What follows belongs to an exercise in optimizing a design on an open flow for small area and a short achievable clock period; a production flow would make more cautious choices.
The RTL was checked by simulation tests, not by an equivalence proof against the original design.
Power is estimated from default activity; no workload was simulated.

Setup of build 3:
==> flow/design.v (excerpt) <==
module lif_neuron_grid #(
  parameter int WIDTH    = 16,
  parameter int LAYERS   = 6,
  parameter int WEIGHT_W = 4,
  parameter int THR_W    = 6,
  parameter int ACC_W    = 8,
  parameter int REFRAC   = 2
) (
  input  logic             clk,
  input  logic             rst_n,
  input  logic             tick,
  input  logic [WIDTH-1:0] spike_in,
  input  logic             cfg_en,
  input  logic             cfg_data,
  output logic             cfg_out,
  output logic [WIDTH-1:0] spike_out,
  output logic             spike_valid
);
export LEC_CHECK = 0
export CAP_MARGIN = 20
export CORE_MARGIN = 2
export CORE_UTILIZATION = 40
export CTS_BUF_LIST = sky130_fd_sc_hd__clkbuf_8
export CTS_CLUSTER_DIAMETER = 60
export CTS_CLUSTER_SIZE = 20
export SETUP_SLACK_MARGIN = 2.5
export SLEW_MARGIN = 20
create_clock -name core_clock -period 7.5 [get_ports {clk}]
run.sh (not shown) runs the stock make flow with config.mk's settings and CLKGATE_MAP_FILE= SYNTH_SCRIPT=/design/flow/synth_recipe.tcl, a recipe that flattens the netlist after the stock synthesis.
Build 3: done, clean on timing, DRC and antenna
Changes in build 92 relative to build 3:
- changing CTS_CLUSTER_SIZE from 20 to 25
- changing CTS_CLUSTER_DIAMETER from 60 to 90
- removing CTS_BUF_LIST (formerly sky130_fd_sc_hd__clkbuf_8)
### Flow results
- Build 92 has completed all stages; timing, DRC and antenna checks passed.
- Taking build 92 over build 3, the clock group total power ratio works out to 0.876.
- Critical path required time down 0.30 ns in build 92 wrt build 3
- When build 92 is set beside build 3, its share of total power in the clock network turns out to be 1.3 points smaller.
- Time the worst path needs with I/O delays and setup: build 92 higher than build 3
- Run comparison: build 92 startpoint of the most critical setup path spike_in[14]; build 3 startpoint of the most critical setup path g_layer[2].g_col[13].v_q[0]
## Diff of input files: build 68 against build 92
- CTS_CLUSTER_DIAMETER no longer set, was 90
- CTS_CLUSTER_SIZE no longer set, was 25
Relative to build 92, the final routed wirelength across all metal layers measured on build 68 has increased slightly. Clock period minus final worst setup slack ended up 0.0094 ns lower on build 68 than on build 92. Sequential share of layout area is higher on build 92. Taking build 92 as the reference, in build 68 wire length of the first global-routing pass increased about 0.9%, final period utilization shows no meaningful change, final net count rose 0.71%.
For build 66, these inputs were changed with respect to build 68:
- a change of SETUP_SLACK_MARGIN from 2.5 to 2.75
- an added CTS_CLUSTER_SIZE of 25
- an added CTS_CLUSTER_DIAMETER of 90
- a change of CORE_UTILIZATION from 40 to 55
Notes after the runs:
Build 66 ran to completion and came out clean on the timing, design-rule and antenna checks.
Run comparison: build 68 worst hold path class input port to async pin; build 66 worst hold path class flop to flop
Higher total power per unit cell area among build 68 and build 66: build 66
Compared to build 68, the router laid down more metal wire for build 66.
The die width in build 68 is 1.17 times that in build 66.
Per the comparison of build 66 with build 68, mean number of vias per cell picked up an extra about 7%; post-route worst setup slack picked up an extra 0.13 ns.
Relative area change from synthesis to final layout is higher on build 68
From build 68 to build 66 the numbers moved as follows: worst relative slew slack decreased by 11 points relative to the old numbers; first-pass GRT wire length now larger; utilization after layout now larger.
diff inputs: build 66 => build 6
- SETUP_SLACK_MARGIN now 2.5, was 2.75
==> comparison <==
On build 6: non-clock buffer count is 300 lower than what build 66 gave. Looking at end point of the critical path, the g_layer[1].g_col[11].v_q[1] result is from build 6; the g_layer[4].g_col[1].v_q[1] one comes from build 66. Re global-route usage: build 66 and build 6 aren't equal, and the lower value belongs to build 6. Diff build 6..build 66 | total die area | unchanged. Build 6 against build 66: total power moved down; cell area after placement level; signal arrival time at the worst endpoint moved up; count of clock-buffer cells in the layout moved down.

lane 1:
Another version of the RTL of lif_neuron_grid (not shown whole).
Size in the first run: roughly 19000 cells after synthesis, ~2900 flip-flops.
==> flow/config.mk <==
export PLATFORM = sky130hd
export DESIGN_NAME = lif_neuron_grid
export DESIGN_NICKNAME = lif_neuron_grid
export VERILOG_FILES = /design/flow/design.v
export SDC_FILE = /design/flow/constraint.sdc
export NUM_CORES = 4
export LEC_CHECK = 0
export CAP_MARGIN = 20
export CORE_MARGIN = 2
export CORE_UTILIZATION = 55
export CTS_CLUSTER_DIAMETER = 90
export CTS_CLUSTER_SIZE = 25
export PLACE_DENSITY = 0.75
export SETUP_SLACK_MARGIN = 2.5
export SLEW_MARGIN = 20
==> flow/constraint.sdc <==
create_clock -name core_clock -period 7.5 [get_ports {clk}]
set_input_delay 1.5000 -clock core_clock [delete_from_list [all_inputs] [get_ports {clk}]]
set_output_delay 1.5000 -clock core_clock [all_outputs]
set_load 0.01 [all_outputs]
What lane 2 does differently from lane 1 at the input level:
# lane 1
export LEC_CHECK = 0
export CAP_MARGIN = 20
export CORE_MARGIN = 2
export CORE_UTILIZATION = 55
export CTS_CLUSTER_DIAMETER = 90
export CTS_CLUSTER_SIZE = 25
export PLACE_DENSITY = 0.75
export SETUP_SLACK_MARGIN = 2.5
export SLEW_MARGIN = 20
create_clock -name core_clock -period 7.5 [get_ports {clk}]
# lane 2
export LEC_CHECK = 0
export CAP_MARGIN = 20
export CORE_MARGIN = 2
export CORE_UTILIZATION = 40
export CTS_CLUSTER_DIAMETER = 90
export CTS_CLUSTER_SIZE = 25
export SETUP_SLACK_MARGIN = 2.5
export SLEW_MARGIN = 20
create_clock -name core_clock -period 7.5 [get_ports {clk}]
==> run notes <==
- The number of well-tap cells placed in lane 2 sits about 40% above the value recorded for lane 1.
- Lane 2 and lane 1 ended up with nearly the same multi-input combinational cell area.
- A start-to-end type of the worst setup path of reg -> reg is what lane 1 shows, while in -> reg belongs to lane 2.
- Number of buffers inserted by post-CTS setup repair grows slightly when moving from lane 1 to lane 2.
- Compared with lane 1, in lane 2 total power now sits higher; area occupied by registers has remained practically unchanged.
- | y dimension of the die | higher: lane 2 |
- Against lane 1, lane 2 comes in 0.7 points lower on portion of total power attributed to combinational logic.
### lane 2 -> lane 3
# lane 2
export LEC_CHECK = 0
export CAP_MARGIN = 20
export CORE_MARGIN = 2
export CORE_UTILIZATION = 40
export CTS_CLUSTER_DIAMETER = 90
export CTS_CLUSTER_SIZE = 25
export SETUP_SLACK_MARGIN = 2.5
export SLEW_MARGIN = 20
create_clock -name core_clock -period 7.5 [get_ports {clk}]
# lane 3
export LEC_CHECK = 0
export CAP_MARGIN = 20
export CORE_MARGIN = 2
export CORE_UTILIZATION = 60
export CTS_CLUSTER_DIAMETER = 90
export CTS_CLUSTER_SIZE = 25
export GPL_ROUTABILITY_DRIVEN = 0
export PLACE_DENSITY = 0.85
export SETUP_SLACK_MARGIN = 2.5
export SLEW_MARGIN = 20
create_clock -name core_clock -period 7.5 [get_ports {clk}]
Lower relative contribution of combinational cells to total power was reported by lane 2, not lane 3.
Compared to lane 2, lane 3 has final routed wirelength across all metal layers 5900 um lower.
The final reports for lane 3 and lane 2 show first-pass GRT wire length lower in the former.
Total power consumption of the routed design: lane 2 vs lane 3, no meaningful difference
Lane 3 ended with more proportion of cell area occupied by registers than lane 2.
Summary — met3 capacity usage during global routing, lane 3 relative to lane 2: higher, by 1.1 points.
Between lane 3 and lane 2, it is lane 3 whose internal cell power is lower, by about 1%.
Taking lane 2 as the reference point, the total stage count of the critical path of lane 3 rises by 1.
From lane 3 to lane 2, synthesized cell count did not move at all.

-- static timing again, ports no longer ideal --
In the flow no input, the clock included, has a driving cell. The finished layouts below were timed again as built, in two steps. Step 1 assumes that a clkbuf_16 drives the clock port and a buf_2 every other input. Step 2 moves the port delays by t, midway between the first and last clock arrival at a register: inputs arrive t later, outputs are due t later. That takes back most of the time a late clock gives input paths. Three values: no drivers, after step 1, after step 2; two values: the first two.
| run | t, ns | slack for setup (ns) | clock arrival spread, ns | pins driven straight from the clock port |
|---|---|---|---|---|
| build 3 | 1.249 | 2.600 / 2.600 / 1.421 | 0.116 / 0.116 | 1 |
| build 92 | 1.046 | 2.575 / 2.578 / 1.544 | 0.092 / 0.091 | 1 |
| build 68 | 1.069 | 2.584 / 2.584 / 1.561 | 0.064 / 0.064 | 1 |
| build 66 | 1.014 | 2.717 / 2.717 / 1.703 | 0.046 / 0.046 | 1 |
| build 6 | 1.016 | 2.596 / 2.596 / 1.601 | 0.045 / 0.045 | 1 |
| lane 1 | 1.010 | 2.539 / 2.539 / 1.687 | 0.049 / 0.050 | 1 |
| lane 2 | 1.019 | 2.594 / 2.597 / 1.628 | 0.081 / 0.082 | 1 |
| lane 3 | 0.988 | 2.500 / 2.500 / 1.658 | 0.057 / 0.057 | 1 |
After both steps every run listed still meets setup and hold. For build 3, which loses most, drivers alone change the setup slack by 0.000 ns; drivers and shift together by -1.179 ns.
